Source: an optimization exercise on an open RTL-to-GDS flow (aim: small area, a short achievable clock period and few clock cycles). Production flows keep margins and buffers that such runs may drop.
The RTL was checked by simulation tests, not by an equivalence proof against the original design.
Power and IR drop assume default switching activity.

`design/flow/config.mk`:
```
export PLATFORM = sky130hd
export DESIGN_NAME = threshold_point_clustering
export DESIGN_NICKNAME = threshold_point_clustering
export VERILOG_FILES = /design/flow/design.v
export SDC_FILE = /design/flow/constraint.sdc
export NUM_CORES = 4
export LEC_CHECK = 0
export CAP_MARGIN = 20
export CELL_PAD_IN_SITES_DETAIL_PLACEMENT = 2
export CELL_PAD_IN_SITES_GLOBAL_PLACEMENT = 2
export CORE_MARGIN = 2
export CORE_UTILIZATION = 30
export PLACE_DENSITY = 0.4
export SETUP_SLACK_MARGIN = 1.5
export SLEW_MARGIN = 20
```
`design/flow/constraint.sdc`:
```
create_clock -name core_clock -period 9.0 [get_ports {aclk}]
set_input_delay 1.8000 -clock core_clock [delete_from_list [all_inputs] [get_ports {aclk}]]
set_output_delay 1.8000 -clock core_clock [all_outputs]
set_load 0.01 [all_outputs]
```
`design/flow/design.v`:
```
package tpc_pkg;
    localparam int MAX_POINTS_DEF = 64;
    localparam int COORD_BITS_DEF = 12;
    localparam int THR_W          = 12;
    localparam int THR_RESET      = 100;
    localparam int MEMBER_W       = 7;
endpackage
module tpc_divider #(
    parameter int RADIX_BITS = 3
) (
    input  logic        aclk,
    input  logic        aresetn,
    input  logic        start,       
    input  logic [17:0] sum_x,
    input  logic [17:0] sum_y,
    input  logic [6:0]  count,
    input  logic        last_in,
    input  logic        ovf_in,
    output logic        ready,       
    output logic        done,        
    input  logic        take,        
    output logic [11:0] q_x,
    output logic [11:0] q_y,
    output logic [6:0]  q_count,
    output logic        q_last,
    output logic        q_ovf
);
    localparam int STEPS = (12 + RADIX_BITS - 1) / RADIX_BITS;
    logic        busy, vld;
    logic [3:0]  left;
    logic [5:0]  rem_x, rem_y;
    logic [11:0] qx, qy;
    logic [6:0]  den;
    logic        last_r, ovf_r;
    logic [17:0] nvx, nvy;
    logic [6:0]  d_src;
    logic        idle_src;
    assign idle_src = !busy || vld;
    function automatic logic [17:0] step(input logic [5:0] r, input logic [11:0] q, input logic [6:0] d);
        logic [7:0] diff;
        diff = {1'b0, r, q[11]} - {1'b0, d};
        step = {diff[7] ? {r[4:0], q[11]} : diff[5:0], q[10:0], !diff[7]};
    endfunction
    always_comb begin
        logic [17:0] vx, vy;
        vx    = idle_src ? sum_x : {rem_x, qx};
        vy    = idle_src ? sum_y : {rem_y, qy};
        d_src = idle_src ? count : den;
        for (int i = 0; i < RADIX_BITS; i++) begin
            vx = step(vx[17:12], vx[11:0], d_src);
            vy = step(vy[17:12], vy[11:0], d_src);
        end
        nvx = vx;
        nvy = vy;
    end
    assign done  = vld;
    assign ready = !busy || (vld && take);
    always_ff @(posedge aclk) begin
        if (!aresetn) begin
            busy <= 1'b0;
            vld  <= 1'b0;
        end else if (start) begin
            busy <= 1'b1;
            vld  <= (count == 7'd1) || (count == 7'd2) || (count == 7'd4) || (STEPS == 1);
        end else if (vld && take) begin
            busy <= 1'b0;
            vld  <= 1'b0;
        end else if (busy && left == 4'd1) begin
            vld  <= 1'b1;
        end
    end
    always_ff @(posedge aclk) begin
        if (start) begin
            if (count == 7'd1) begin
                {rem_x, qx} <= sum_x;
                {rem_y, qy} <= sum_y;
                left        <= 4'd0;
            end else if (count == 7'd2) begin
                {rem_x, qx} <= {1'b0, sum_x[17:1]};
                {rem_y, qy} <= {1'b0, sum_y[17:1]};
                left        <= 4'd0;
            end else if (count == 7'd4) begin
                {rem_x, qx} <= {2'b0, sum_x[17:2]};
                {rem_y, qy} <= {2'b0, sum_y[17:2]};
                left        <= 4'd0;
            end else begin
                {rem_x, qx} <= nvx;
                {rem_y, qy} <= nvy;
                left        <= 4'(STEPS - 1);
            end
            den    <= count;
            last_r <= last_in;
            ovf_r  <= ovf_in;
        end else if (busy && left != '0) begin
            {rem_x, qx} <= nvx;
            {rem_y, qy} <= nvy;
            left        <= left - 1'b1;
        end
    end
    assign q_x     = qx;
    assign q_y     = qy;
    assign q_count = den;
    assign q_last  = last_r;
    assign q_ovf   = ovf_r;
endmodule
module tpc_dist_csa (
    input  logic [11:0] dx,
    input  logic [11:0] dy,
    input  logic [25:0] addend,
    output logic [25:0] s,
    output logic [25:0] c
);
    logic t1;
    logic t2;
    logic t3;
    logic t4;
    logic t5;
    logic t6;
    logic t7;
    logic t8;
    logic t9;
    logic t10;
    logic t11;
    logic t12;
    logic t13;
    logic t14;
    logic t15;
    logic t16;
    logic t17;
    logic t18;
    logic t19;
    logic t20;
    logic t21;
    logic t22;
    logic t23;
    logic t24;
    logic t25;
    logic t26;
    logic t27;
    logic t28;
    logic t29;
    logic t30;
    logic t31;
    logic t32;
    logic t33;
    logic t34;
    logic t35;
    logic t36;
    logic t37;
    logic t38;
    logic t39;
    logic t40;
    logic t41;
    logic t42;
    logic t43;
    logic t44;
    logic t45;
    logic t46;
    logic t47;
    logic t48;
    logic t49;
    logic t50;
    logic t51;
    logic t52;
    logic t53;
    logic t54;
    logic t55;
    logic t56;
    logic t57;
    logic t58;
    logic t59;
    logic t60;
    logic t61;
    logic t62;
    logic t63;
    logic t64;
    logic t65;
    logic t66;
    logic t67;
    logic t68;
    logic t69;
    logic t70;
    logic t71;
    logic t72;
    logic t73;
    logic t74;
    logic t75;
    logic t76;
    logic t77;
    logic t78;
    logic t79;
    logic t80;
    logic t81;
    logic t82;
    logic t83;
    logic t84;
    logic t85;
    logic t86;
    logic t87;
    logic t88;
    logic t89;
    logic t90;
    logic t91;
    logic t92;
    logic t93;
    logic t94;
    logic t95;
    logic t96;
    logic t97;
    logic t98;
    logic t99;
    logic t100;
    logic t101;
    logic t102;
    logic t103;
    logic t104;
    logic t105;
    logic t106;
    logic t107;
    logic t108;
    logic t109;
    logic t110;
    logic t111;
    logic t112;
    logic t113;
    logic t114;
    logic t115;
    logic t116;
    logic t117;
    logic t118;
    logic t119;
    logic t120;
    logic t121;
    logic t122;
    logic t123;
    logic t124;
    logic t125;
    logic t126;
    logic t127;
    logic t128;
    logic t129;
    logic t130;
    logic t131;
    logic t132;
    logic t133;
    logic t134;
    logic t135;
    logic t136;
    logic t137;
    logic t138;
    logic t139;
    logic t140;
    logic t141;
    logic t142;
    logic t143;
    logic t144;
    logic t145;
    logic t146;
    logic t147;
    logic t148;
    logic t149;
    logic t150;
    logic t151;
    logic t152;
    logic t153;
    logic t154;
    logic t155;
    logic t156;
    logic t157;
    logic t158;
    logic t159;
    logic t160;
    logic t161;
    logic t162;
    logic t163;
    logic t164;
    logic t165;
    logic t166;
    logic t167;
    logic t168;
    logic t169;
    logic t170;
    logic t171;
    logic t172;
    logic t173;
    logic t174;
    logic t175;
    logic t176;
    logic t177;
    logic t178;
    logic t179;
    logic t180;
    logic t181;
    logic t182;
    logic t183;
    logic t184;
    logic t185;
    logic t186;
    logic t187;
    logic t188;
    logic t189;
    logic t190;
    logic t191;
    logic t192;
    logic t193;
    logic t194;
    logic t195;
    logic t196;
    logic t197;
    logic t198;
    logic t199;
    logic t200;
    logic t201;
    logic t202;
    logic t203;
    logic t204;
    logic t205;
    logic t206;
    logic t207;
    logic t208;
    logic t209;
    logic t210;
    logic t211;
    logic t212;
    logic t213;
    logic t214;
    logic t215;
    logic t216;
    logic t217;
    logic t218;
    logic t219;
    logic t220;
    logic t221;
    logic t222;
    logic t223;
    logic t224;
    logic t225;
    logic t226;
    logic t227;
    logic t228;
    logic t229;
    logic t230;
    logic t231;
    logic t232;
    logic t233;
    logic t234;
    logic t235;
    logic t236;
    logic t237;
    logic t238;
    logic t239;
    logic t240;
    logic t241;
    logic t242;
    logic t243;
    logic t244;
    logic t245;
    logic t246;
    logic t247;
    logic t248;
    logic t249;
    logic t250;
    logic t251;
    logic t252;
    logic t253;
    logic t254;
    logic t255;
    logic t256;
    logic t257;
    logic t258;
    logic t259;
    logic t260;
    logic t261;
    logic t262;
    logic t263;
    logic t264;
    logic t265;
    logic t266;
    logic t267;
    logic t268;
    logic t269;
    logic t270;
    logic t271;
    logic t272;
    logic t273;
    logic t274;
    logic t275;
    logic t276;
    logic t277;
    logic t278;
    logic t279;
    logic t280;
    logic t281;
    logic t282;
    logic t283;
    logic t284;
    logic t285;
    logic t286;
    logic t287;
    logic t288;
    logic t289;
    logic t290;
    logic t291;
    logic t292;
    logic t293;
    logic t294;
    logic t295;
    logic t296;
    logic t297;
    logic t298;
    logic t299;
    logic t300;
    logic t301;
    logic t302;
    logic t303;
    logic t304;
    logic t305;
    logic t306;
    logic t307;
    logic t308;
    logic t309;
    logic t310;
    logic t311;
    logic t312;
    logic t313;
    logic t314;
    assign t1 = dx[0] ^ dy[0] ^ addend[0];
    assign t2 = (dx[0] & dy[0]) | (dx[0] & addend[0]) | (dy[0] & addend[0]);
    assign t3 = (dx[0] & dx[1]) ^ dx[1] ^ (dy[0] & dy[1]);
    assign t4 = ((dx[0] & dx[1]) & dx[1]) | ((dx[0] & dx[1]) & (dy[0] & dy[1])) | (dx[1] & (dy[0] & dy[1]));
    assign t5 = dy[1] ^ addend[2];
    assign t6 = dy[1] & addend[2];
    assign t7 = (dx[0] & dx[2]) ^ (dy[0] & dy[2]) ^ addend[3];
    assign t8 = ((dx[0] & dx[2]) & (dy[0] & dy[2])) | ((dx[0] & dx[2]) & addend[3]) | ((dy[0] & dy[2]) & addend[3]);
    assign t9 = (dx[0] & dx[3]) ^ (dx[1] & dx[2]) ^ dx[2];
    assign t10 = ((dx[0] & dx[3]) & (dx[1] & dx[2])) | ((dx[0] & dx[3]) & dx[2]) | ((dx[1] & dx[2]) & dx[2]);
    assign t11 = (dy[0] & dy[3]) ^ (dy[1] & dy[2]) ^ dy[2];
    assign t12 = ((dy[0] & dy[3]) & (dy[1] & dy[2])) | ((dy[0] & dy[3]) & dy[2]) | ((dy[1] & dy[2]) & dy[2]);
    assign t13 = (dx[0] & dx[4]) ^ (dx[1] & dx[3]) ^ (dy[0] & dy[4]);
    assign t14 = ((dx[0] & dx[4]) & (dx[1] & dx[3])) | ((dx[0] & dx[4]) & (dy[0] & dy[4])) | ((dx[1] & dx[3]) & (dy[0] & dy[4]));
    assign t15 = (dy[1] & dy[3]) ^ addend[5];
    assign t16 = (dy[1] & dy[3]) & addend[5];
    assign t17 = (dx[0] & dx[5]) ^ (dx[1] & dx[4]) ^ (dx[2] & dx[3]);
    assign t18 = ((dx[0] & dx[5]) & (dx[1] & dx[4])) | ((dx[0] & dx[5]) & (dx[2] & dx[3])) | ((dx[1] & dx[4]) & (dx[2] & dx[3]));
    assign t19 = dx[3] ^ (dy[0] & dy[5]) ^ (dy[1] & dy[4]);
    assign t20 = (dx[3] & (dy[0] & dy[5])) | (dx[3] & (dy[1] & dy[4])) | ((dy[0] & dy[5]) & (dy[1] & dy[4]));
    assign t21 = (dy[2] & dy[3]) ^ dy[3] ^ addend[6];
    assign t22 = ((dy[2] & dy[3]) & dy[3]) | ((dy[2] & dy[3]) & addend[6]) | (dy[3] & addend[6]);
    assign t23 = (dx[0] & dx[6]) ^ (dx[1] & dx[5]) ^ (dx[2] & dx[4]);
    assign t24 = ((dx[0] & dx[6]) & (dx[1] & dx[5])) | ((dx[0] & dx[6]) & (dx[2] & dx[4])) | ((dx[1] & dx[5]) & (dx[2] & dx[4]));
    assign t25 = (dy[0] & dy[6]) ^ (dy[1] & dy[5]) ^ (dy[2] & dy[4]);
    assign t26 = ((dy[0] & dy[6]) & (dy[1] & dy[5])) | ((dy[0] & dy[6]) & (dy[2] & dy[4])) | ((dy[1] & dy[5]) & (dy[2] & dy[4]));
    assign t27 = (dx[0] & dx[7]) ^ (dx[1] & dx[6]) ^ (dx[2] & dx[5]);
    assign t28 = ((dx[0] & dx[7]) & (dx[1] & dx[6])) | ((dx[0] & dx[7]) & (dx[2] & dx[5])) | ((dx[1] & dx[6]) & (dx[2] & dx[5]));
    assign t29 = (dx[3] & dx[4]) ^ dx[4] ^ (dy[0] & dy[7]);
    assign t30 = ((dx[3] & dx[4]) & dx[4]) | ((dx[3] & dx[4]) & (dy[0] & dy[7])) | (dx[4] & (dy[0] & dy[7]));
    assign t31 = (dy[1] & dy[6]) ^ (dy[2] & dy[5]) ^ (dy[3] & dy[4]);
    assign t32 = ((dy[1] & dy[6]) & (dy[2] & dy[5])) | ((dy[1] & dy[6]) & (dy[3] & dy[4])) | ((dy[2] & dy[5]) & (dy[3] & dy[4]));
    assign t33 = dy[4] ^ addend[8];
    assign t34 = dy[4] & addend[8];
    assign t35 = (dx[0] & dx[8]) ^ (dx[1] & dx[7]) ^ (dx[2] & dx[6]);
    assign t36 = ((dx[0] & dx[8]) & (dx[1] & dx[7])) | ((dx[0] & dx[8]) & (dx[2] & dx[6])) | ((dx[1] & dx[7]) & (dx[2] & dx[6]));
    assign t37 = (dx[3] & dx[5]) ^ (dy[0] & dy[8]) ^ (dy[1] & dy[7]);
    assign t38 = ((dx[3] & dx[5]) & (dy[0] & dy[8])) | ((dx[3] & dx[5]) & (dy[1] & dy[7])) | ((dy[0] & dy[8]) & (dy[1] & dy[7]));
    assign t39 = (dy[2] & dy[6]) ^ (dy[3] & dy[5]) ^ addend[9];
    assign t40 = ((dy[2] & dy[6]) & (dy[3] & dy[5])) | ((dy[2] & dy[6]) & addend[9]) | ((dy[3] & dy[5]) & addend[9]);
    assign t41 = (dx[0] & dx[9]) ^ (dx[1] & dx[8]) ^ (dx[2] & dx[7]);
    assign t42 = ((dx[0] & dx[9]) & (dx[1] & dx[8])) | ((dx[0] & dx[9]) & (dx[2] & dx[7])) | ((dx[1] & dx[8]) & (dx[2] & dx[7]));
    assign t43 = (dx[3] & dx[6]) ^ (dx[4] & dx[5]) ^ dx[5];
    assign t44 = ((dx[3] & dx[6]) & (dx[4] & dx[5])) | ((dx[3] & dx[6]) & dx[5]) | ((dx[4] & dx[5]) & dx[5]);
    assign t45 = (dy[0] & dy[9]) ^ (dy[1] & dy[8]) ^ (dy[2] & dy[7]);
    assign t46 = ((dy[0] & dy[9]) & (dy[1] & dy[8])) | ((dy[0] & dy[9]) & (dy[2] & dy[7])) | ((dy[1] & dy[8]) & (dy[2] & dy[7]));
    assign t47 = (dy[3] & dy[6]) ^ (dy[4] & dy[5]) ^ dy[5];
    assign t48 = ((dy[3] & dy[6]) & (dy[4] & dy[5])) | ((dy[3] & dy[6]) & dy[5]) | ((dy[4] & dy[5]) & dy[5]);
    assign t49 = (dx[0] & dx[10]) ^ (dx[1] & dx[9]) ^ (dx[2] & dx[8]);
    assign t50 = ((dx[0] & dx[10]) & (dx[1] & dx[9])) | ((dx[0] & dx[10]) & (dx[2] & dx[8])) | ((dx[1] & dx[9]) & (dx[2] & dx[8]));
    assign t51 = (dx[3] & dx[7]) ^ (dx[4] & dx[6]) ^ (dy[0] & dy[10]);
    assign t52 = ((dx[3] & dx[7]) & (dx[4] & dx[6])) | ((dx[3] & dx[7]) & (dy[0] & dy[10])) | ((dx[4] & dx[6]) & (dy[0] & dy[10]));
    assign t53 = (dy[1] & dy[9]) ^ (dy[2] & dy[8]) ^ (dy[3] & dy[7]);
    assign t54 = ((dy[1] & dy[9]) & (dy[2] & dy[8])) | ((dy[1] & dy[9]) & (dy[3] & dy[7])) | ((dy[2] & dy[8]) & (dy[3] & dy[7]));
    assign t55 = (dy[4] & dy[6]) ^ addend[11];
    assign t56 = (dy[4] & dy[6]) & addend[11];
    assign t57 = (dx[0] & dx[11]) ^ (dx[1] & dx[10]) ^ (dx[2] & dx[9]);
    assign t58 = ((dx[0] & dx[11]) & (dx[1] & dx[10])) | ((dx[0] & dx[11]) & (dx[2] & dx[9])) | ((dx[1] & dx[10]) & (dx[2] & dx[9]));
    assign t59 = (dx[3] & dx[8]) ^ (dx[4] & dx[7]) ^ (dx[5] & dx[6]);
    assign t60 = ((dx[3] & dx[8]) & (dx[4] & dx[7])) | ((dx[3] & dx[8]) & (dx[5] & dx[6])) | ((dx[4] & dx[7]) & (dx[5] & dx[6]));
    assign t61 = dx[6] ^ (dy[0] & dy[11]) ^ (dy[1] & dy[10]);
    assign t62 = (dx[6] & (dy[0] & dy[11])) | (dx[6] & (dy[1] & dy[10])) | ((dy[0] & dy[11]) & (dy[1] & dy[10]));
    assign t63 = (dy[2] & dy[9]) ^ (dy[3] & dy[8]) ^ (dy[4] & dy[7]);
    assign t64 = ((dy[2] & dy[9]) & (dy[3] & dy[8])) | ((dy[2] & dy[9]) & (dy[4] & dy[7])) | ((dy[3] & dy[8]) & (dy[4] & dy[7]));
    assign t65 = (dy[5] & dy[6]) ^ dy[6] ^ addend[12];
    assign t66 = ((dy[5] & dy[6]) & dy[6]) | ((dy[5] & dy[6]) & addend[12]) | (dy[6] & addend[12]);
    assign t67 = (dx[1] & dx[11]) ^ (dx[2] & dx[10]) ^ (dx[3] & dx[9]);
    assign t68 = ((dx[1] & dx[11]) & (dx[2] & dx[10])) | ((dx[1] & dx[11]) & (dx[3] & dx[9])) | ((dx[2] & dx[10]) & (dx[3] & dx[9]));
    assign t69 = (dx[4] & dx[8]) ^ (dx[5] & dx[7]) ^ (dy[1] & dy[11]);
    assign t70 = ((dx[4] & dx[8]) & (dx[5] & dx[7])) | ((dx[4] & dx[8]) & (dy[1] & dy[11])) | ((dx[5] & dx[7]) & (dy[1] & dy[11]));
    assign t71 = (dy[2] & dy[10]) ^ (dy[3] & dy[9]) ^ (dy[4] & dy[8]);
    assign t72 = ((dy[2] & dy[10]) & (dy[3] & dy[9])) | ((dy[2] & dy[10]) & (dy[4] & dy[8])) | ((dy[3] & dy[9]) & (dy[4] & dy[8]));
    assign t73 = (dy[5] & dy[7]) ^ addend[13];
    assign t74 = (dy[5] & dy[7]) & addend[13];
    assign t75 = (dx[2] & dx[11]) ^ (dx[3] & dx[10]) ^ (dx[4] & dx[9]);
    assign t76 = ((dx[2] & dx[11]) & (dx[3] & dx[10])) | ((dx[2] & dx[11]) & (dx[4] & dx[9])) | ((dx[3] & dx[10]) & (dx[4] & dx[9]));
    assign t77 = (dx[5] & dx[8]) ^ (dx[6] & dx[7]) ^ dx[7];
    assign t78 = ((dx[5] & dx[8]) & (dx[6] & dx[7])) | ((dx[5] & dx[8]) & dx[7]) | ((dx[6] & dx[7]) & dx[7]);
    assign t79 = (dy[2] & dy[11]) ^ (dy[3] & dy[10]) ^ (dy[4] & dy[9]);
    assign t80 = ((dy[2] & dy[11]) & (dy[3] & dy[10])) | ((dy[2] & dy[11]) & (dy[4] & dy[9])) | ((dy[3] & dy[10]) & (dy[4] & dy[9]));
    assign t81 = (dy[5] & dy[8]) ^ (dy[6] & dy[7]) ^ dy[7];
    assign t82 = ((dy[5] & dy[8]) & (dy[6] & dy[7])) | ((dy[5] & dy[8]) & dy[7]) | ((dy[6] & dy[7]) & dy[7]);
    assign t83 = (dx[3] & dx[11]) ^ (dx[4] & dx[10]) ^ (dx[5] & dx[9]);
    assign t84 = ((dx[3] & dx[11]) & (dx[4] & dx[10])) | ((dx[3] & dx[11]) & (dx[5] & dx[9])) | ((dx[4] & dx[10]) & (dx[5] & dx[9]));
    assign t85 = (dx[6] & dx[8]) ^ (dy[3] & dy[11]) ^ (dy[4] & dy[10]);
    assign t86 = ((dx[6] & dx[8]) & (dy[3] & dy[11])) | ((dx[6] & dx[8]) & (dy[4] & dy[10])) | ((dy[3] & dy[11]) & (dy[4] & dy[10]));
    assign t87 = (dy[5] & dy[9]) ^ (dy[6] & dy[8]) ^ addend[15];
    assign t88 = ((dy[5] & dy[9]) & (dy[6] & dy[8])) | ((dy[5] & dy[9]) & addend[15]) | ((dy[6] & dy[8]) & addend[15]);
    assign t89 = (dx[4] & dx[11]) ^ (dx[5] & dx[10]) ^ (dx[6] & dx[9]);
    assign t90 = ((dx[4] & dx[11]) & (dx[5] & dx[10])) | ((dx[4] & dx[11]) & (dx[6] & dx[9])) | ((dx[5] & dx[10]) & (dx[6] & dx[9]));
    assign t91 = (dx[7] & dx[8]) ^ dx[8] ^ (dy[4] & dy[11]);
    assign t92 = ((dx[7] & dx[8]) & dx[8]) | ((dx[7] & dx[8]) & (dy[4] & dy[11])) | (dx[8] & (dy[4] & dy[11]));
    assign t93 = (dy[5] & dy[10]) ^ (dy[6] & dy[9]) ^ (dy[7] & dy[8]);
    assign t94 = ((dy[5] & dy[10]) & (dy[6] & dy[9])) | ((dy[5] & dy[10]) & (dy[7] & dy[8])) | ((dy[6] & dy[9]) & (dy[7] & dy[8]));
    assign t95 = dy[8] ^ addend[16];
    assign t96 = dy[8] & addend[16];
    assign t97 = (dx[5] & dx[11]) ^ (dx[6] & dx[10]) ^ (dx[7] & dx[9]);
    assign t98 = ((dx[5] & dx[11]) & (dx[6] & dx[10])) | ((dx[5] & dx[11]) & (dx[7] & dx[9])) | ((dx[6] & dx[10]) & (dx[7] & dx[9]));
    assign t99 = (dy[5] & dy[11]) ^ (dy[6] & dy[10]) ^ (dy[7] & dy[9]);
    assign t100 = ((dy[5] & dy[11]) & (dy[6] & dy[10])) | ((dy[5] & dy[11]) & (dy[7] & dy[9])) | ((dy[6] & dy[10]) & (dy[7] & dy[9]));
    assign t101 = (dx[6] & dx[11]) ^ (dx[7] & dx[10]) ^ (dx[8] & dx[9]);
    assign t102 = ((dx[6] & dx[11]) & (dx[7] & dx[10])) | ((dx[6] & dx[11]) & (dx[8] & dx[9])) | ((dx[7] & dx[10]) & (dx[8] & dx[9]));
    assign t103 = dx[9] ^ (dy[6] & dy[11]) ^ (dy[7] & dy[10]);
    assign t104 = (dx[9] & (dy[6] & dy[11])) | (dx[9] & (dy[7] & dy[10])) | ((dy[6] & dy[11]) & (dy[7] & dy[10]));
    assign t105 = (dy[8] & dy[9]) ^ dy[9] ^ addend[18];
    assign t106 = ((dy[8] & dy[9]) & dy[9]) | ((dy[8] & dy[9]) & addend[18]) | (dy[9] & addend[18]);
    assign t107 = (dx[7] & dx[11]) ^ (dx[8] & dx[10]) ^ (dy[7] & dy[11]);
    assign t108 = ((dx[7] & dx[11]) & (dx[8] & dx[10])) | ((dx[7] & dx[11]) & (dy[7] & dy[11])) | ((dx[8] & dx[10]) & (dy[7] & dy[11]));
    assign t109 = (dy[8] & dy[10]) ^ addend[19];
    assign t110 = (dy[8] & dy[10]) & addend[19];
    assign t111 = (dx[8] & dx[11]) ^ (dx[9] & dx[10]) ^ dx[10];
    assign t112 = ((dx[8] & dx[11]) & (dx[9] & dx[10])) | ((dx[8] & dx[11]) & dx[10]) | ((dx[9] & dx[10]) & dx[10]);
    assign t113 = (dy[8] & dy[11]) ^ (dy[9] & dy[10]) ^ dy[10];
    assign t114 = ((dy[8] & dy[11]) & (dy[9] & dy[10])) | ((dy[8] & dy[11]) & dy[10]) | ((dy[9] & dy[10]) & dy[10]);
    assign t115 = (dx[9] & dx[11]) ^ (dy[9] & dy[11]) ^ addend[21];
    assign t116 = ((dx[9] & dx[11]) & (dy[9] & dy[11])) | ((dx[9] & dx[11]) & addend[21]) | ((dy[9] & dy[11]) & addend[21]);
    assign t117 = (dx[10] & dx[11]) ^ dx[11] ^ (dy[10] & dy[11]);
    assign t118 = ((dx[10] & dx[11]) & dx[11]) | ((dx[10] & dx[11]) & (dy[10] & dy[11])) | (dx[11] & (dy[10] & dy[11]));
    assign t119 = dy[11] ^ addend[22];
    assign t120 = dy[11] & addend[22];
    assign t121 = t4 ^ t6 ^ t7;
    assign t122 = (t4 & t6) | (t4 & t7) | (t6 & t7);
    assign t123 = t8 ^ t9 ^ t11;
    assign t124 = (t8 & t9) | (t8 & t11) | (t9 & t11);
    assign t125 = t10 ^ t12 ^ t13;
    assign t126 = (t10 & t12) | (t10 & t13) | (t12 & t13);
    assign t127 = t14 ^ t16 ^ t17;
    assign t128 = (t14 & t16) | (t14 & t17) | (t16 & t17);
    assign t129 = t19 ^ t21;
    assign t130 = t19 & t21;
    assign t131 = t18 ^ t20 ^ t22;
    assign t132 = (t18 & t20) | (t18 & t22) | (t20 & t22);
    assign t133 = t23 ^ t25 ^ addend[7];
    assign t134 = (t23 & t25) | (t23 & addend[7]) | (t25 & addend[7]);
    assign t135 = t24 ^ t26 ^ t27;
    assign t136 = (t24 & t26) | (t24 & t27) | (t26 & t27);
    assign t137 = t29 ^ t31 ^ t33;
    assign t138 = (t29 & t31) | (t29 & t33) | (t31 & t33);
    assign t139 = t28 ^ t30 ^ t32;
    assign t140 = (t28 & t30) | (t28 & t32) | (t30 & t32);
    assign t141 = t34 ^ t35 ^ t37;
    assign t142 = (t34 & t35) | (t34 & t37) | (t35 & t37);
    assign t143 = t36 ^ t38 ^ t40;
    assign t144 = (t36 & t38) | (t36 & t40) | (t38 & t40);
    assign t145 = t41 ^ t43 ^ t45;
    assign t146 = (t41 & t43) | (t41 & t45) | (t43 & t45);
    assign t147 = t47 ^ addend[10];
    assign t148 = t47 & addend[10];
    assign t149 = t42 ^ t44 ^ t46;
    assign t150 = (t42 & t44) | (t42 & t46) | (t44 & t46);
    assign t151 = t48 ^ t49 ^ t51;
    assign t152 = (t48 & t49) | (t48 & t51) | (t49 & t51);
    assign t153 = t53 ^ t55;
    assign t154 = t53 & t55;
    assign t155 = t50 ^ t52 ^ t54;
    assign t156 = (t50 & t52) | (t50 & t54) | (t52 & t54);
    assign t157 = t56 ^ t57 ^ t59;
    assign t158 = (t56 & t57) | (t56 & t59) | (t57 & t59);
    assign t159 = t61 ^ t63 ^ t65;
    assign t160 = (t61 & t63) | (t61 & t65) | (t63 & t65);
    assign t161 = t58 ^ t60 ^ t62;
    assign t162 = (t58 & t60) | (t58 & t62) | (t60 & t62);
    assign t163 = t64 ^ t66 ^ t67;
    assign t164 = (t64 & t66) | (t64 & t67) | (t66 & t67);
    assign t165 = t69 ^ t71 ^ t73;
    assign t166 = (t69 & t71) | (t69 & t73) | (t71 & t73);
    assign t167 = t68 ^ t70 ^ t72;
    assign t168 = (t68 & t70) | (t68 & t72) | (t70 & t72);
    assign t169 = t74 ^ t75 ^ t77;
    assign t170 = (t74 & t75) | (t74 & t77) | (t75 & t77);
    assign t171 = t79 ^ t81 ^ addend[14];
    assign t172 = (t79 & t81) | (t79 & addend[14]) | (t81 & addend[14]);
    assign t173 = t76 ^ t78 ^ t80;
    assign t174 = (t76 & t78) | (t76 & t80) | (t78 & t80);
    assign t175 = t82 ^ t83 ^ t85;
    assign t176 = (t82 & t83) | (t82 & t85) | (t83 & t85);
    assign t177 = t84 ^ t86 ^ t88;
    assign t178 = (t84 & t86) | (t84 & t88) | (t86 & t88);
    assign t179 = t89 ^ t91 ^ t93;
    assign t180 = (t89 & t91) | (t89 & t93) | (t91 & t93);
    assign t181 = t90 ^ t92 ^ t94;
    assign t182 = (t90 & t92) | (t90 & t94) | (t92 & t94);
    assign t183 = t96 ^ t97 ^ t99;
    assign t184 = (t96 & t97) | (t96 & t99) | (t97 & t99);
    assign t185 = t98 ^ t100 ^ t101;
    assign t186 = (t98 & t100) | (t98 & t101) | (t100 & t101);
    assign t187 = t103 ^ t105;
    assign t188 = t103 & t105;
    assign t189 = t102 ^ t104 ^ t106;
    assign t190 = (t102 & t104) | (t102 & t106) | (t104 & t106);
    assign t191 = t107 ^ t109;
    assign t192 = t107 & t109;
    assign t193 = t108 ^ t110 ^ t111;
    assign t194 = (t108 & t110) | (t108 & t111) | (t110 & t111);
    assign t195 = t113 ^ addend[20];
    assign t196 = t113 & addend[20];
    assign t197 = t112 ^ t114 ^ t115;
    assign t198 = (t112 & t114) | (t112 & t115) | (t114 & t115);
    assign t199 = t116 ^ t117 ^ t119;
    assign t200 = (t116 & t117) | (t116 & t119) | (t117 & t119);
    assign t201 = t118 ^ t120 ^ addend[23];
    assign t202 = (t118 & t120) | (t118 & addend[23]) | (t120 & addend[23]);
    assign t203 = t122 ^ t123 ^ addend[4];
    assign t204 = (t122 & t123) | (t122 & addend[4]) | (t123 & addend[4]);
    assign t205 = t124 ^ t125 ^ t15;
    assign t206 = (t124 & t125) | (t124 & t15) | (t125 & t15);
    assign t207 = t126 ^ t127 ^ t129;
    assign t208 = (t126 & t127) | (t126 & t129) | (t127 & t129);
    assign t209 = t128 ^ t130 ^ t131;
    assign t210 = (t128 & t130) | (t128 & t131) | (t130 & t131);
    assign t211 = t132 ^ t134 ^ t135;
    assign t212 = (t132 & t134) | (t132 & t135) | (t134 & t135);
    assign t213 = t136 ^ t138 ^ t139;
    assign t214 = (t136 & t138) | (t136 & t139) | (t138 & t139);
    assign t215 = t141 ^ t39;
    assign t216 = t141 & t39;
    assign t217 = t140 ^ t142 ^ t143;
    assign t218 = (t140 & t142) | (t140 & t143) | (t142 & t143);
    assign t219 = t145 ^ t147;
    assign t220 = t145 & t147;
    assign t221 = t144 ^ t146 ^ t148;
    assign t222 = (t144 & t146) | (t144 & t148) | (t146 & t148);
    assign t223 = t149 ^ t151 ^ t153;
    assign t224 = (t149 & t151) | (t149 & t153) | (t151 & t153);
    assign t225 = t150 ^ t152 ^ t154;
    assign t226 = (t150 & t152) | (t150 & t154) | (t152 & t154);
    assign t227 = t155 ^ t157 ^ t159;
    assign t228 = (t155 & t157) | (t155 & t159) | (t157 & t159);
    assign t229 = t156 ^ t158 ^ t160;
    assign t230 = (t156 & t158) | (t156 & t160) | (t158 & t160);
    assign t231 = t161 ^ t163 ^ t165;
    assign t232 = (t161 & t163) | (t161 & t165) | (t163 & t165);
    assign t233 = t162 ^ t164 ^ t166;
    assign t234 = (t162 & t164) | (t162 & t166) | (t164 & t166);
    assign t235 = t167 ^ t169 ^ t171;
    assign t236 = (t167 & t169) | (t167 & t171) | (t169 & t171);
    assign t237 = t168 ^ t170 ^ t172;
    assign t238 = (t168 & t170) | (t168 & t172) | (t170 & t172);
    assign t239 = t173 ^ t175 ^ t87;
    assign t240 = (t173 & t175) | (t173 & t87) | (t175 & t87);
    assign t241 = t174 ^ t176 ^ t177;
    assign t242 = (t174 & t176) | (t174 & t177) | (t176 & t177);
    assign t243 = t179 ^ t95;
    assign t244 = t179 & t95;
    assign t245 = t178 ^ t180 ^ t181;
    assign t246 = (t178 & t180) | (t178 & t181) | (t180 & t181);
    assign t247 = t183 ^ addend[17];
    assign t248 = t183 & addend[17];
    assign t249 = t182 ^ t184 ^ t185;
    assign t250 = (t182 & t184) | (t182 & t185) | (t184 & t185);
    assign t251 = t186 ^ t188 ^ t189;
    assign t252 = (t186 & t188) | (t186 & t189) | (t188 & t189);
    assign t253 = t190 ^ t192 ^ t193;
    assign t254 = (t190 & t192) | (t190 & t193) | (t192 & t193);
    assign t255 = t194 ^ t196 ^ t197;
    assign t256 = (t194 & t196) | (t194 & t197) | (t196 & t197);
    assign t257 = t208 ^ t209 ^ t133;
    assign t258 = (t208 & t209) | (t208 & t133) | (t209 & t133);
    assign t259 = t210 ^ t211 ^ t137;
    assign t260 = (t210 & t211) | (t210 & t137) | (t211 & t137);
    assign t261 = t212 ^ t213 ^ t215;
    assign t262 = (t212 & t213) | (t212 & t215) | (t213 & t215);
    assign t263 = t214 ^ t216 ^ t217;
    assign t264 = (t214 & t216) | (t214 & t217) | (t216 & t217);
    assign t265 = t218 ^ t220 ^ t221;
    assign t266 = (t218 & t220) | (t218 & t221) | (t220 & t221);
    assign t267 = t222 ^ t224 ^ t225;
    assign t268 = (t222 & t224) | (t222 & t225) | (t224 & t225);
    assign t269 = t226 ^ t228 ^ t229;
    assign t270 = (t226 & t228) | (t226 & t229) | (t228 & t229);
    assign t271 = t230 ^ t232 ^ t233;
    assign t272 = (t230 & t232) | (t230 & t233) | (t232 & t233);
    assign t273 = t234 ^ t236 ^ t237;
    assign t274 = (t234 & t236) | (t234 & t237) | (t236 & t237);
    assign t275 = t238 ^ t240 ^ t241;
    assign t276 = (t238 & t240) | (t238 & t241) | (t240 & t241);
    assign t277 = t242 ^ t244 ^ t245;
    assign t278 = (t242 & t244) | (t242 & t245) | (t244 & t245);
    assign t279 = t246 ^ t248 ^ t249;
    assign t280 = (t246 & t248) | (t246 & t249) | (t248 & t249);
    assign t281 = t250 ^ t251 ^ t191;
    assign t282 = (t250 & t251) | (t250 & t191) | (t251 & t191);
    assign t283 = t252 ^ t253 ^ t195;
    assign t284 = (t252 & t253) | (t252 & t195) | (t253 & t195);
    assign t285 = t256 ^ t198 ^ t199;
    assign t286 = (t256 & t198) | (t256 & t199) | (t198 & t199);
    assign t287 = t262 ^ t263 ^ t219;
    assign t288 = (t262 & t263) | (t262 & t219) | (t263 & t219);
    assign t289 = t264 ^ t265 ^ t223;
    assign t290 = (t264 & t265) | (t264 & t223) | (t265 & t223);
    assign t291 = t266 ^ t267 ^ t227;
    assign t292 = (t266 & t267) | (t266 & t227) | (t267 & t227);
    assign t293 = t268 ^ t269 ^ t231;
    assign t294 = (t268 & t269) | (t268 & t231) | (t269 & t231);
    assign t295 = t270 ^ t271 ^ t235;
    assign t296 = (t270 & t271) | (t270 & t235) | (t271 & t235);
    assign t297 = t272 ^ t273 ^ t239;
    assign t298 = (t272 & t273) | (t272 & t239) | (t273 & t239);
    assign t299 = t274 ^ t275 ^ t243;
    assign t300 = (t274 & t275) | (t274 & t243) | (t275 & t243);
    assign t301 = t276 ^ t277 ^ t247;
    assign t302 = (t276 & t277) | (t276 & t247) | (t277 & t247);
    assign t303 = t278 ^ t279 ^ t187;
    assign t304 = (t278 & t279) | (t278 & t187) | (t279 & t187);
    assign t305 = t284 ^ t254 ^ t255;
    assign t306 = (t284 & t254) | (t284 & t255) | (t254 & t255);
    assign t307 = t286 ^ t200 ^ t201;
    assign t308 = (t286 & t200) | (t286 & t201) | (t200 & t201);
    assign t309 = t304 ^ t280 ^ t281;
    assign t310 = (t304 & t280) | (t304 & t281) | (t280 & t281);
    assign t311 = t308 ^ t202 ^ addend[24];
    assign t312 = (t308 & t202) | (t308 & addend[24]) | (t202 & addend[24]);
    assign t313 = t310 ^ t282 ^ t283;
    assign t314 = (t310 & t282) | (t310 & t283) | (t282 & t283);
    assign s[0] = t1;
    assign c[0] = 1'b0;
    assign s[1] = t2;
    assign c[1] = addend[1];
    assign s[2] = t3;
    assign c[2] = t5;
    assign s[3] = t121;
    assign c[3] = 1'b0;
    assign s[4] = t203;
    assign c[4] = 1'b0;
    assign s[5] = t204;
    assign c[5] = t205;
    assign s[6] = t206;
    assign c[6] = t207;
    assign s[7] = t257;
    assign c[7] = 1'b0;
    assign s[8] = t258;
    assign c[8] = t259;
    assign s[9] = t260;
    assign c[9] = t261;
    assign s[10] = t287;
    assign c[10] = 1'b0;
    assign s[11] = t288;
    assign c[11] = t289;
    assign s[12] = t290;
    assign c[12] = t291;
    assign s[13] = t292;
    assign c[13] = t293;
    assign s[14] = t294;
    assign c[14] = t295;
    assign s[15] = t296;
    assign c[15] = t297;
    assign s[16] = t298;
    assign c[16] = t299;
    assign s[17] = t300;
    assign c[17] = t301;
    assign s[18] = t302;
    assign c[18] = t303;
    assign s[19] = t309;
    assign c[19] = 1'b0;
    assign s[20] = t313;
    assign c[20] = 1'b0;
    assign s[21] = t314;
    assign c[21] = t305;
    assign s[22] = t306;
    assign c[22] = t285;
    assign s[23] = t307;
    assign c[23] = 1'b0;
    assign s[24] = t311;
    assign c[24] = 1'b0;
    assign s[25] = t312;
    assign c[25] = addend[25];
endmodule
module threshold_point_clustering #(
    parameter int MAX_POINTS = tpc_pkg::MAX_POINTS_DEF,
    parameter int COORD_BITS = tpc_pkg::COORD_BITS_DEF
) (
    input  logic                         aclk,
    input  logic                         aresetn,
    input  logic                         cfg_valid,
    output logic                         cfg_ready,
    input  logic [tpc_pkg::THR_W-1:0]    cfg_data,
    input  logic                         s_valid,
    output logic                         s_ready,
    input  logic [COORD_BITS-1:0]        s_point_x,
    input  logic [COORD_BITS-1:0]        s_point_y,
    input  logic                         s_last_point,
    output logic                         m_valid,
    input  logic                         m_ready,
    output logic [COORD_BITS-1:0]        m_centroid_x,
    output logic [COORD_BITS-1:0]        m_centroid_y,
    output logic [tpc_pkg::MEMBER_W-1:0] m_member_count,
    output logic                         m_last_cluster,
    output logic                         m_overflow
);
    localparam int N   = 64;
    localparam int CB  = 12;
    localparam int KS  = 4;           
    localparam int CW  = CB - KS;     
    localparam int RADIX = 2;         
    logic [N-1:0][CB-1:0] rx, ry;
    logic [N-1:0]         U, F, C;
    logic [N-1:0]         Un, Fn, Cn;
    logic       proc;             
    logic [6:0] n_pts;            
    logic       ovf;              
    logic [5:0] dgap;             
    logic       rdy;
    logic [5:0] phi;              
    logic acc, ins;
    assign acc = s_valid && rdy;
    assign ins = acc && !n_pts[6];
    logic [25:0] limm1;           
    logic [CW+1:0] tc;            
    logic        active;
    logic [CB-1:0] px, py;        
    logic [17:0] sx, sy;
    logic [6:0]  cnt;
    logic          a_v, a_tsq;
    logic [CB-1:0] a_x, a_y, a_dx, a_dy;
    logic [5:0]    a_tag;
    function automatic logic [N-1:0] lowbit(input logic [N-1:0] v);
        logic [N-1:0] p;    
        p = {v[N-2:0], 1'b0};
        for (int s = 1; s < N; s = s * 2) p = p | (p << s);
        lowbit = v & ~p;
    endfunction
    function automatic logic [N-1:0] circ_lowbit(input logic [N-1:0] v, input logic [5:0] ph);
        logic [N-1:0] m, hi;
        for (int k = 0; k < N; k++) m[k] = (6'(k) >= ph);
        hi = v & m;
        circ_lowbit = (|hi) ? lowbit(hi) : lowbit(v);
    endfunction
    logic [N-1:0] cu, sel_chk, sel;
    logic [N-1:0] popsel;         
    logic [N-1:0] seedsel;        
    logic         cu_any, f_any, u_any, pipe_empty;   
    logic         do_chk, do_pop, do_seed, do_done, idle;
    logic         div_ready, r_free;
    assign cu       = C & U;
    assign cu_any   = |cu;
    assign pipe_empty = !a_v;
    assign sel_chk  = lowbit(cu);
    assign do_chk  = proc && cu_any;
    assign do_pop  = proc && !cu_any && f_any && u_any;
    assign idle    = proc && !cu_any && !(f_any && u_any) && pipe_empty
                     && (!active || r_free);
    assign do_seed = idle && u_any;
    assign do_done = idle && !u_any;      
    assign sel = cu_any ? sel_chk : (f_any ? popsel : seedsel);
    logic [CB-1:0] mux_x, mux_y;
    logic [5:0]    sel_idx;
    always_comb begin
        mux_x   = '0;
        mux_y   = '0;
        sel_idx = '0;
        for (int k = 0; k < N; k++) begin
            mux_x   = mux_x | (rx[k] & {CB{sel[k]}});
            mux_y   = mux_y | (ry[k] & {CB{sel[k]}});
            sel_idx = sel_idx | (6'(k) & {6{sel[k]}});
        end
    end
    function automatic logic gt7(input logic [CW-1:0] a, input logic [CW-1:0] b);
        logic g;
        g = 1'b0;
        for (int i = 0; i < CW; i++) g = (a[i] & ~b[i]) | ((a[i] | ~b[i]) & g);
        gt7 = g;
    endfunction
    logic [CW+2:0] lo_x, hi_x, lo_y, hi_y;
    logic [CW-1:0] lo_xc, hi_xc, lo_yc, hi_yc;
    logic          lo_x_all, hi_x_all, lo_y_all, hi_y_all;
    assign lo_x = {3'b010, mux_x[CB-1:KS]} - {1'b0, tc};
    assign hi_x = {3'b010, mux_x[CB-1:KS]} + {1'b0, tc};
    assign lo_y = {3'b010, mux_y[CB-1:KS]} - {1'b0, tc};
    assign hi_y = {3'b010, mux_y[CB-1:KS]} + {1'b0, tc};
    assign lo_x_all = !lo_x[CW+1];
    assign lo_y_all = !lo_y[CW+1];
    assign hi_x_all = hi_x[CW+2] || (hi_x[CW+1] && hi_x[CW]);
    assign hi_y_all = hi_y[CW+2] || (hi_y[CW+1] && hi_y[CW]);
    assign lo_xc = lo_x[CW-1:0];
    assign hi_xc = hi_x[CW-1:0];
    assign lo_yc = lo_y[CW-1:0];
    assign hi_yc = hi_y[CW-1:0];
    logic [N-1:0] box;
    always_comb begin
        for (int k = 0; k < N; k++) begin
            logic [CW-1:0] cx, cy;
            cx = rx[k][CB-1:KS];
            cy = ry[k][CB-1:KS];
            box[k] = (lo_x_all || gt7(cx, lo_xc)) && (hi_x_all || gt7(hi_xc, cx))
                  && (lo_y_all || gt7(cy, lo_yc)) && (hi_y_all || gt7(hi_yc, cy));
        end
    end
    logic [25:0]  csa_s, csa_c, addend, vsum;
    logic         carry25, near, hit, hit_u;
    logic [N-1:0] hit_dec;
    assign addend = a_tsq ? '1 : ~limm1;
    tpc_dist_csa u_csa (
        .dx     (a_dx),
        .dy     (a_dy),
        .addend (addend),
        .s      (csa_s),
        .c      (csa_c)
    );
    always_comb begin
        logic [24:0] g, p;
        g = csa_s[24:0] & csa_c[24:0];
        p = csa_s[24:0] | csa_c[24:0];
        for (int s = 1; s < 25; s = s * 2) begin
            for (int i = 24; i >= s; i--) begin
                g[i] = g[i] | (p[i] & g[i-s]);
                p[i] = p[i] & p[i-s];
            end
        end
        carry25 = g[24];
    end
    assign near  = csa_s[25] ^ csa_c[25] ^ carry25;
    assign vsum  = csa_s + csa_c;
    assign hit   = a_v && !a_tsq && near;
    always_comb begin
        for (int k = 0; k < N; k++) hit_dec[k] = hit && (a_tag == 6'(k));
    end
    assign hit_u = hit;
    logic clr_f;
    assign clr_f = idle;      
    always_comb begin
        for (int k = 0; k < N; k++) begin
            Un[k] = U[k] && !(do_seed && sel[k]) && !hit_dec[k];
            Fn[k] = !clr_f && ((F[k] && !(do_pop && sel[k])) || (hit_dec[k] && U[k]));
            if (do_pop || do_seed) Cn[k] = U[k] && !sel[k] && box[k];
            else                   Cn[k] = C[k] && !(do_chk && sel[k]);
        end
    end
    always_ff @(posedge aclk) begin
        for (int k = 0; k < N - 1; k++) begin
            rx[k] <= rx[k+1];
            ry[k] <= ry[k+1];
        end
        rx[N-1] <= ins ? s_point_x : rx[0];
        ry[N-1] <= ins ? s_point_y : ry[0];
    end
    logic [N-1:0] U_nx, F_nx, seed_cur, Fw, Fw_nx, hit_nx, pop_lb;
    logic         fw_any;
    assign U_nx     = {ins ? 1'b1 : Un[0], Un[N-1:1]};
    assign F_nx     = {ins ? 1'b0 : Fn[0], Fn[N-1:1]};
    assign seed_cur = circ_lowbit(U & ~({N{do_seed}} & sel), phi);
    always_comb begin
        for (int k = 0; k < N; k++) Fw[k] = !clr_f && F[k] && !(do_pop && sel[k]);
    end
    assign Fw_nx  = {Fw[0], Fw[N-1:1]};
    assign hit_nx = {hit_dec[0], hit_dec[N-1:1]};
    assign fw_any = |Fw;
    assign pop_lb = lowbit(Fw_nx);
    always_ff @(posedge aclk) begin
        if (!aresetn) begin
            U     <= '0;
            F     <= '0;
            f_any <= 1'b0;
            u_any <= 1'b0;
        end else begin
            U     <= U_nx;
            F     <= F_nx;
            f_any <= fw_any || (hit && !clr_f);
            u_any <= ins || (|(U & ~({N{do_seed}} & sel)));
        end
        C       <= {ins ? 1'b0 : Cn[0], Cn[N-1:1]};
        popsel  <= fw_any ? pop_lb : hit_nx;
        seedsel <= (ins && n_pts == 7'd0) ? {1'b1, {(N-1){1'b0}}} : {seed_cur[0], seed_cur[N-1:1]};
    end
    always_ff @(posedge aclk) begin
        if (!aresetn) begin
            proc  <= 1'b0;
            n_pts <= '0;
            ovf   <= 1'b0;
            dgap  <= '0;
            rdy   <= 1'b1;
            phi   <= '0;
        end else begin
            phi  <= (ins && n_pts == 7'd0) ? 6'd63 : phi - 1'b1;
            dgap <= ins ? 6'd0 : dgap - 1'b1;
            if (!proc) begin
                if (acc) begin
                    if (!n_pts[6]) n_pts <= n_pts + 1'b1;
                    else           ovf   <= 1'b1;
                    if (s_last_point) begin
                        proc <= 1'b1;
                        rdy  <= 1'b0;
                    end else begin
                        rdy <= 1'b1;
                    end
                end else begin
                    rdy <= (n_pts == 7'd0) || n_pts[6] || (dgap == 6'd1);
                end
            end else if (do_done) begin
                proc  <= 1'b0;
                n_pts <= '0;
                ovf   <= 1'b0;
                rdy   <= 1'b1;
            end
        end
    end
    logic [CB-1:0] t_m1;
    assign t_m1 = cfg_data - 1'b1;
    always_ff @(posedge aclk) begin
        if (!aresetn) begin
            tc <= (CW+2)'((tpc_pkg::THR_RESET - 2) / (1 << KS) + 2);
        end else if (cfg_valid) begin
            tc <= (cfg_data == '0) ? '0 : (CW+2)'({1'b0, t_m1[CB-1:KS]} + (t_m1[KS-1:0] != '0) + 1'b1);
        end
    end
    always_ff @(posedge aclk) begin
        if (!aresetn) begin
            limm1 <= 26'(tpc_pkg::THR_RESET * tpc_pkg::THR_RESET - 1);
        end else if (a_v && a_tsq) begin
            limm1 <= vsum;
        end
    end
    always_ff @(posedge aclk) begin
        if (do_pop || do_seed) begin
            px <= mux_x;
            py <= mux_y;
        end
    end
    always_ff @(posedge aclk) begin
        if (!aresetn) begin
            a_v <= 1'b0;
        end else begin
            a_v <= do_chk || cfg_valid;
        end
    end
    logic [CB:0]   ex, ey;
    logic [CB-1:0] dx, dy;
    assign ex = {1'b0, mux_x} - {1'b0, px};
    assign ey = {1'b0, mux_y} - {1'b0, py};
    assign dx = ex[CB] ? CB'(-ex) : ex[CB-1:0];
    assign dy = ey[CB] ? CB'(-ey) : ey[CB-1:0];
    always_ff @(posedge aclk) begin
        a_tsq <= cfg_valid;
        a_dx  <= cfg_valid ? cfg_data : dx;
        a_dy  <= cfg_valid ? '0 : dy;
        a_x   <= mux_x;
        a_y   <= mux_y;
        a_tag <= sel_idx - 1'b1;
    end
    logic [17:0] sx_n, sy_n;
    logic [6:0]  cnt_n;
    always_ff @(posedge aclk) begin
        if (!aresetn) begin
            active <= 1'b0;
        end else if (idle) begin
            active <= do_seed;
        end
    end
    always_ff @(posedge aclk) begin
        if (do_seed) begin
            sx  <= 18'(mux_x);
            sy  <= 18'(mux_y);
            cnt <= 7'd1;
        end else if (hit_u) begin
            sx  <= sx + 18'(a_x);
            sy  <= sy + 18'(a_y);
            cnt <= cnt + 1'b1;
        end
    end
    logic        d_done, d_take, d_start;
    logic [11:0] q_x, q_y;
    logic [6:0]  q_cnt;
    logic        q_last, q_ovf;
    logic          r_v, r_last, r_ovf, r1_v, r1_last, r1_ovf, push;
    logic [17:0]   r_sx, r_sy, r1_sx, r1_sy;
    logic [6:0]    r_cnt, r1_cnt;
    assign push    = idle && active;
    assign d_start = r_v && div_ready;
    assign r_free  = !r1_v;
    assign d_take  = m_ready;
    always_ff @(posedge aclk) begin
        if (!aresetn) begin
            r_v  <= 1'b0;
            r1_v <= 1'b0;
        end else if (!r_v || d_start) begin
            r_v  <= r1_v || push;
            r1_v <= r1_v && push;
        end else begin
            r1_v <= r1_v || push;
        end
    end
    always_ff @(posedge aclk) begin
        if (!r_v || d_start) begin
            if (r1_v) begin
                r_sx   <= r1_sx;
                r_sy   <= r1_sy;
                r_cnt  <= r1_cnt;
                r_last <= r1_last;
                r_ovf  <= r1_ovf;
            end else if (push) begin
                r_sx   <= sx;
                r_sy   <= sy;
                r_cnt  <= cnt;
                r_last <= !u_any;
                r_ovf  <= ovf;
            end
        end
        if (push && (r1_v || (r_v && !d_start))) begin
            r1_sx   <= sx;
            r1_sy   <= sy;
            r1_cnt  <= cnt;
            r1_last <= !u_any;
            r1_ovf  <= ovf;
        end
    end
    tpc_divider #(.RADIX_BITS(RADIX)) u_div (
        .aclk    (aclk),
        .aresetn (aresetn),
        .start   (d_start),
        .sum_x   (r_sx),
        .sum_y   (r_sy),
        .count   (r_cnt),
        .last_in (r_last),
        .ovf_in  (r_ovf),
        .ready   (div_ready),
        .done    (d_done),
        .take    (d_take),
        .q_x     (q_x),
        .q_y     (q_y),
        .q_count (q_cnt),
        .q_last  (q_last),
        .q_ovf   (q_ovf)
    );
    assign cfg_ready      = 1'b1;
    assign s_ready        = rdy;
    assign m_valid        = d_done;
    assign m_centroid_x   = q_x;
    assign m_centroid_y   = q_y;
    assign m_member_count = q_cnt;
    assign m_last_cluster = q_last;
    assign m_overflow     = q_ovf;
endmodule
```
`design/flow/run.sh`:
```
#!/bin/bash
# synth_recipe.tcl (not shown) runs the flow's synth.tcl, then flattens the netlist and writes it again
# the make line also repeats each setting of config.mk as NAME=value (left out here)
make -C /OpenROAD-flow-scripts/flow DESIGN_CONFIG=/design/flow/config.mk WORK_HOME=/design/flow/orfs CLKGATE_MAP_FILE= SYNTH_SCRIPT=/design/flow/synth_recipe.tcl finish
```
==> run notes, run 1 <==
The detailed router finished its first iteration with 13,724 violations. The flow ran to the end and the layout has no timing, DRC or antenna violations. The endpoint identified for the worst register-to-register timing path is C[13]. Registers are responsible for 25.2% of the overall power. The sum of negative setup slack came out at 0 ns. The most used flip-flop cell after synthesis is sky130_fd_sc_hd__dfxtp_1.

For the worst flop-to-flop path, the logic depth is 29. The number of filler cells placed in the layout came out at 36,475. The total of max-cap violations is 0. The maximum vdd ir drop came out at 0.000487 V. The cell with the biggest individual delay on the critical path is sky130_fd_sc_hd__o21ai_4. The depth of the CTS H-tree is 5. The final-stage net count came out at ~12,000. The number of sinks driven by the clock tree is between 2,000 and 2,500. The class of the most critical hold timing path is flop to flop.

In this run the power spent charging and discharging nets is 20.5 mW. Of the total power, the clock network draws 26.4%. The count of flip-flops with a built-in enable after synthesis is 187. The number of detailed-route iterations in the first pass came out at 9.

The netlist uses 101 different library cells. The count of yosys warnings during synthesis is 2. For the pin with the worst max-slew slack, the measured transition is about 1.4 ns. STA classifies the critical path startpoint as a flop. The fraction of synthesized cell area in xor and xnor cells came out at 1.34%. After synthesis, the largest family of logic cells by area is compound AO/OA/AOI/OAI gates. The global-route total usage across every layer is between 40 and 50%. The relative slew slack came out at 8.41%.

The critical path in this run is classified as flop to flop. The final critical delay including setup and external delays came out at 7.81 ns. After routing the design area is 133,000 um^2. A synthesized cell averages roughly 9.3 um^2.

Setup repair after global routing could not meet its margin everywhere. Once the floorplan was initialized, standard cells occupied approximately 30% of the core. The total overflow reported by the global router is 0. The CTS buffer count is between 200 and 300. The maximum single-stage delay on the critical path came out at about 0.57 ns. The startpoint identified for the worst register-to-register timing path is C[44].

The library cell used most frequently in the layout, excluding fill and tap cells, is sky130_fd_sc_hd__dfxtp_1. In the routed design, unresolved DRC markers number 0. After detailed routing, no signal wire sits above met5. The post-synthesis compound-gate area fraction is between 20% and 30%. The netlist area before placement is 103,000 um^2. The routed design has 781,000 um of wire. The total internal power came out at 25.8 mW.

For this block, the via count after detailed routing is approximately 110k. On the final layout, the worst clock skew is 0.0755 ns. The count of buffers added on input and output ports is 76. The path with the worst hold slack has its endpoint at rx[711]. The largest total area in the synthesized netlist belongs to sky130_fd_sc_hd__dfxtp_1. The cell area reported after detailed placement is 117,000 um^2.

The total nets after synthesis came out at roughly 11,000. The final hold violation count came out at 0. Net switching is ~44% of the power.

Setup violations remaining at the end of the flow were counted as 0. For the worst setup path, the data arrival time is just under 9 ns. The die footprint came out at 348,000 um^2. The floorplan row count came out at 215.

The power per unit of standard cell area is 348 nW/um^2. For the worst setup path, the data required time is 9.84 ns. The maximum achievable frequency came out at 128 MHz. The combinational fraction of design power came out at 48.3%. The post-synthesis share of cell area spent on and, or, nand and nor gates is 13.2%. The via density per instance came out at 6.53. The worst-case hold slack came out at 0.338 ns. The clock-pin slew of the registers on the worst-case setup and hold paths is 0.06 ns.

The clock tree from TritonCTS is built. Sequential elements use 44.3% of the synthesized area. The residual antenna-violating net count after detailed routing is 0.

The number of cells on the worst hold path is 0. The startpoint identified for the worst hold timing path is rx[723]. The wire length of the first global-routing pass is 1,030,000 um. The multiplexer area fraction after synthesis came out at 2.02%. The via count of the first global-routing pass came to 112,349.

The pin count of the biggest net entering global routing came out at 76. From synthesis to final layout, the design area changed by 29.3%. Pin placement for this block handled 78 I/O pins. In the detailed route, the total length drawn on met3 is ~70,000 um.

The met2 wire length came out at 345,000 um. The element type at the critical path end is a flop. After layout, the worst path uses 86.8% of the clock period.

In the layout the commonest cells are 1,958 x sky130_fd_sc_hd__dfxtp_1, 969 x sky130_fd_sc_hd__buf_4, 863 x sky130_fd_sc_hd__nand2_1. The die outline width came out at 590 um. The initial antenna violation count is between 100 and 150. The minimum setup slack among reg-to-reg paths is approximately 1.2 ns. The clock insertion delay at the later pin of the skew report is 0.99 ns. The routed length per placed instance came out at roughly 47 um. The post-synthesis share of cell area spent on full adders, half adders and majority gates came out at around 10%. After synthesis, the cell types taking the most area are sky130_fd_sc_hd__dfxtp_1 39%, sky130_fd_sc_hd__edfxtp_1 5.5%, sky130_fd_sc_hd__maj3_1 5.4%.

The die height is about 590 um. The detailed router put a total of 301,000 um of wire on met1. The detailed placer's ending HPWL is 597,000 um. At the end of routability-driven placement, the weighted congestion stood at 1.06.

Counting flops with an async set or reset pin after synthesis yields a share of 0%. In the final layout, the share of cells above drive strength 1 is between 20% and 30%. The area share of the largest cell type after synthesis is 38.8%. The leakage component of the power came out at just over 50 nW. The final number of max-transition violations is 0. The highest fanout seen on the critical path came out at 7. The flip-flop and latch count after synthesis came out at 2,182. The buffer levels on the longest clock path is 4. The total area inside the core boundary comes to 342,000 um^2. CTS placed an instance of sky130_fd_sc_hd__clkbuf_16 at the clock tree root. The gate count of the mapped netlist is 11,072.
==> stage by stage <==
| step | setup WS (ns) | std cells | power (mW) | utilization (%) |
|---|---|---|---|---|
| 3_5_place_dp | -0.695 | 15953 | 32.3 | 34.1 |
| 2_1_floorplan | 1.54 | 11072 | 22.6 | - |
| 3_3_place_gp | -0.959 | 15952 | 31.8 | 34.1 |
| 6_report | 1.19 | 16756 | 46.3 | 38.9 |
| 4_1_cts | 1.42 | 16598 | 45.1 | 37.9 |
| 5_1_grt | 1.16 | 16724 | 48.0 | 38.9 |
==> cell type report <==
type / instances / area [um^2] / area share, %
timing repair buffer: 1360 / 13500 / 10.2
clock inverter: 117 / 1760 / 1.32
sequential: 2182 / 45600 / 34.3
antenna: 36 / 90.1 / 0.0677
multi-input combinational: 7799 / 57200 / 43.0
clock buffer: 379 / 7920 / 5.96
inverter: 326 / 1230 / 0.927
tap: 4557 / 5700 / 4.29
==> worst max-delay path: cells and delay by family (launching register included) <==
family,cells,cell delay (ns)
AO/OA/AOI/OAI,6,1.60
adder cells (fa/ha/maj),8,3.05
buffers and inverters,7,1.13
flip-flops,1,0.36
AND/OR/NAND/NOR,8,1.53
==> power by group through the flow <==
stage	Combinational, mW	Clock (mW)	Sequential [mW]
floorplan	11.5	0	11.1
global placement	20.0	0	11.8
detailed placement	20.5	0	11.8
CTS	21.2	12.3	11.6
global route	23.6	12.7	11.7
finish	22.4	12.2	11.7
==> state kept, by name, summed over array words and instances, names as in the netlist, 18 cells and up <==
register  cells
r_sx         18
limm1        26
r_sy         18
U            64
sx           18
sy           18
seedsel      64
rx          768
r1_sx        18
r1_sy        18
F            64
popsel       64
C            64
ry          768
==> how the worst max path moves through the flow <==
stage | end | startpoint | cells past startpoint | slack [ns]
detailed placement | C[52] | C[8] | 29 | -0.69
finish | C[13] | C[44] | 29 | 1.19
floorplan | C[13] | U[3] | 30 | 1.54
global route | C[13] | U[4] | 33 | 1.16
global placement | C[31] | C[17] | 29 | -0.96
CTS | C[29] | U[7] | 34 | 1.42
==> synth_stat cells, types with 46 or more instances <==
cell type and instances:
sky130_fd_sc_hd__mux2_2 98, sky130_fd_sc_hd__and2_1 138, sky130_fd_sc_hd__nor4_1 64, sky130_fd_sc_hd__a22o_1 188, sky130_fd_sc_hd__clkbuf_1 624, sky130_fd_sc_hd__o32ai_1 50
sky130_fd_sc_hd__nor2b_1 56, sky130_fd_sc_hd__o211ai_1 188, sky130_fd_sc_hd__a221oi_1 360, sky130_fd_sc_hd__a222oi_1 120, sky130_fd_sc_hd__nor3_1 133, sky130_fd_sc_hd__o22a_1 49
sky130_fd_sc_hd__nor2_1 669, sky130_fd_sc_hd__o21ai_0 782, sky130_fd_sc_hd__a221o_1 59, sky130_fd_sc_hd__ha_1 181, sky130_fd_sc_hd__fa_1 137, sky130_fd_sc_hd__a22oi_1 306
sky130_fd_sc_hd__nand2_1 890, sky130_fd_sc_hd__xor2_1 46, sky130_fd_sc_hd__dfxtp_1 1995, sky130_fd_sc_hd__nand2b_1 78, sky130_fd_sc_hd__nand4_1 190, sky130_fd_sc_hd__nand3_1 360
sky130_fd_sc_hd__and3_1 64, sky130_fd_sc_hd__a21oi_1 719, sky130_fd_sc_hd__xnor2_1 111, sky130_fd_sc_hd__inv_1 323, sky130_fd_sc_hd__a31oi_1 86, sky130_fd_sc_hd__a211oi_1 101
sky130_fd_sc_hd__maj3_1 550, sky130_fd_sc_hd__edfxtp_1 187, sky130_fd_sc_hd__o22ai_1 225, sky130_fd_sc_hd__mux2i_1 97, sky130_fd_sc_hd__buf_1 121
==> cells by family (layout without fill, tap and decap cells) <==
family	Yosys count	in the layout
compound gates	3731	3731
simple gates	2845	2846
flops	2182	2182
buf+inv	1093	2182
fa+ha+maj	868	868
mux	195	195
xor+xnor	157	158
other cells	1	37
==> layer usage <==
| layer | vias up | global-route usage (%) |
|---|---|---|
| li1 | 43725 | - |
| met1 | 57263 | 52.0 |
| met2 | 6264 | 67.7 |
| met3 | 2174 | 11.3 |
| met4 | 46 | 28.8 |
| met5 | - | 0.315 |
==> what timing repair did <==
action,in CTS,in global routing
endpoints found under the setup margin,133,174
pin swaps,141,152
gates resized for setup,457,555
cloned,10,12
hold buffers,0,0
buffers inserted,139,109
Testbench counts, summed over its fixed seeds: cycles 8,730.
==> inputs of run 2 (changes only) <==
--- a/design/flow/config.mk
+++ b/design/flow/config.mk
@@ -11,5 +11,5 @@
 export CORE_MARGIN = 2
 export CORE_UTILIZATION = 30
 export PLACE_DENSITY = 0.4
-export SETUP_SLACK_MARGIN = 1.5
+export SETUP_SLACK_MARGIN = 2.5
 export SLEW_MARGIN = 20
==> run 2 against run 1 <==
  * Register-to-register slack got worse by 0.41 ns
  * Sequential share of layout area fell by 0.91 points
  * Clock skew decreased by 0.0081 ns
  * Total power rose by 2.3%
  * Synthesized cell count stayed put
  * Highest routed layer unchanged
  * Sequential power hardly changed
  * Still clean
  * Maximum frequency fell by 5.0%
  * Setup slack lost 0.41 ns
  * Final cell count is 0.97% higher
  * Area after synthesis unchanged
  * Die area stayed put
  * Hold slack improved by 0.0056 ns
==> run notes, run 2 <==
The smallest setup slack after layout is 0.783 ns (was 1.19 ns). The clock-pin slew of the registers on the worst-case setup and hold paths is 0.07 ns (was 0.06 ns). The cell with the biggest individual delay on the critical path is sky130_fd_sc_hd__fa_2 (was sky130_fd_sc_hd__o21ai_4). The die footprint came out at 348,000 um^2 (unchanged). The minimum setup slack among reg-to-reg paths came out at 0.78 ns (was 1.19 ns).

The depth of the CTS H-tree came out at 5 (unchanged). The final count of negative-setup-slack endpoints came to 0 (unchanged). The count of hold buffers inserted by post-cts repair was 0 (unchanged). The required time at the endpoint of the critical path is 9.84 ns (about the same). The die outline width is 590 um (unchanged).

The nature of the critical path startpoint is a flop (unchanged). The relative slew slack came out at 15.0% (was 8.41%). The global placer's final weighted congestion is 1.09 (was 1.06).

The detailed placer's ending HPWL was 588,000 um (was 597,000 um). The final number of max-transition violations is 0 (unchanged). The fraction of power consumed by the clock network was 25.0% (was 26.4%).

The element type at the critical path end is a flop (unchanged). The effective utilization at floorplan came out at 30.1% (unchanged). Registers with the most flip-flops: rx (768), ry (768) (unchanged). The post-synthesis compound-gate area fraction is 24.9% (unchanged). The cell type contributing the most total cell area after synthesis was sky130_fd_sc_hd__dfxtp_1 (unchanged). The family with the most delay on the worst path was adder cells (unchanged). The maximum vdd ir drop came out at 0.000619 V (was 0.000487 V).

The clock tree from TritonCTS is built (unchanged). The area share of the largest cell type after synthesis was 38.8% (unchanged). The number of sinks driven by the clock tree came to 2,182 (unchanged).

The worst-case hold slack came out at 0.343 ns (was 0.338 ns). The final core utilization came out at 40.0% (was 38.9%). The worst clock skew is 0.0673 ns (was 0.0755 ns). The total nets after synthesis came to 11,432 (unchanged). The detailed-route wire length is 781,000 um (about the same). The count of yosys warnings during synthesis came to 2 (unchanged). The cell area reported after detailed placement is 118,000 um^2 (was 117,000 um^2). The netlist area before placement is 103,000 um^2 (unchanged). The net switching component of the power is 21.1 mW (was 20.5 mW). The combinational fraction of design power is 50.5% (was 48.3%). The category of the most critical setup path is flop to flop (unchanged). The combined buffer and inverter count along the critical path is 8 (was 7).

The clock insertion delay at the later pin of the skew report is 0.98 ns (was 0.99 ns). The maximum single-stage delay on the critical path came out at 0.57 ns (about the same). The flip-flop and latch count after synthesis is 2,182 (unchanged). Outcome: finished clean (unchanged). The count of unique library cells instantiated by Yosys is 101 (unchanged). RSZ-0062 raised after global routing: yes (unchanged). The synthesized area per cell is 9.29 um^2 (unchanged). The count of input and output buffers is 76 (unchanged). The gate count of the mapped netlist was 11,072 (unchanged).

The area added between synthesis and finish came to 33.2% (was 29.3%). The global-route total usage across every layer is 42.9% (was 43.2%).
run 2: cell counts after synthesis:
No cell type changed its count.
run 2: routing by layer:
| metal | vias up | routed length, um | global-route usage [%] | share of wire, % |
|---|---|---|---|---|
| met3 | 1940 | 71300 | 11.2 | 9.1 |
| met5 | - | 584 | 0 | 0.075 |
| li1 | 44089 | - | - | - |
| met2 | 5932 | 348000 | 67.9 | 45 |
| met1 | 57585 | 301000 | 51.7 | 39 |
| met4 | 48 | 59300 | 27.1 | 7.6 |
run 2: final cells by class:
class / instances / area, um^2
fill: 36240 / 205000
clock inverter: 117 / 1550
tap: 4557 / 5700
timing repair buffer: 1526 / 15400
inverter: 326 / 1240
multi-input combinational: 7801 / 59500
antenna: 32 / 80.1
sequential: 2182 / 45700
clock buffer: 378 / 7800
run 2: what timing repair did:
item	in CTS	in global routing
pin swaps	151	502
setup buffers	129	246
setup endpoints to repair	350	376
gates resized for setup	427	1206
cloned	10	17
run 2: worst paths after layout:
| path | start | endpoint | cells after the start |
|---|---|---|---|
| worst max-delay path | C[5] | C[0] | 31 |
| worst min-delay path | ry[264] | ry[252] | 0 |
| worst max register to register | C[5] | C[0] | 31 |
| worst min register to register | ry[264] | ry[252] | 0 |
run 2: logic make-up after synthesis:
family          count (synthesis)
flops                        2182
simple gates                 2845
compound gates               3731
buf+inv                      1093
mux                           195
xor+xnor                      157
fa+ha+maj                     868
other cells                     1
run 2: power by group through the flow:
| stage | Sequential, mW | Clock, mW | Combinational, mW |
|---|---|---|---|
| 6_report | 11.6 | 11.8 | 23.9 |
| 4_1_cts | 11.5 | 11.9 | 21.7 |
| 5_1_grt | 11.6 | 12.3 | 25.2 |
| 2_1_floorplan | 11.1 | 0 | 11.7 |
| 3_3_place_gp | 11.7 | 0 | 20.5 |
| 3_5_place_dp | 11.7 | 0 | 21.0 |
run 2: worst reg2reg max path: cells and delay by family, from the launching register on:
family | cells | cell delay, ns
flops | 1 | 0.39
compound gates | 8 | 2.07
simple gates | 8 | 1.96
fa+ha+maj | 7 | 2.47
buf+inv | 8 | 1.20

## separate check: timing with driven ports
Ports are ideal in the flow. The routed layouts listed here were re-timed in OpenROAD.
Step 1 sets driving cells, clkbuf_16 on the clock port and buf_2 on the other inputs (assumed; they add their load-dependent delay and slew).
Step 2, shift: input delay + t, output delay - t, t = (earliest + latest rising clock arrival at the registers) / 2. This alone moves slack from input paths to output paths.
Three values: ideal ports, drivers, drivers and shift; two values: the first two.
run	shift t [ns]	setup WS [ns]	hold WS [ns]	worst setup path after step 2	pins driven straight from the clock port
run 1	1.053	1.190 / 1.190 / 1.190	0.338 / 0.338 / 0.338	register to register	1
run 2	1.057	0.783 / 0.783 / 0.783	0.343 / 0.343 / 0.343	register to register	1
After both steps every run listed still meets setup and hold.
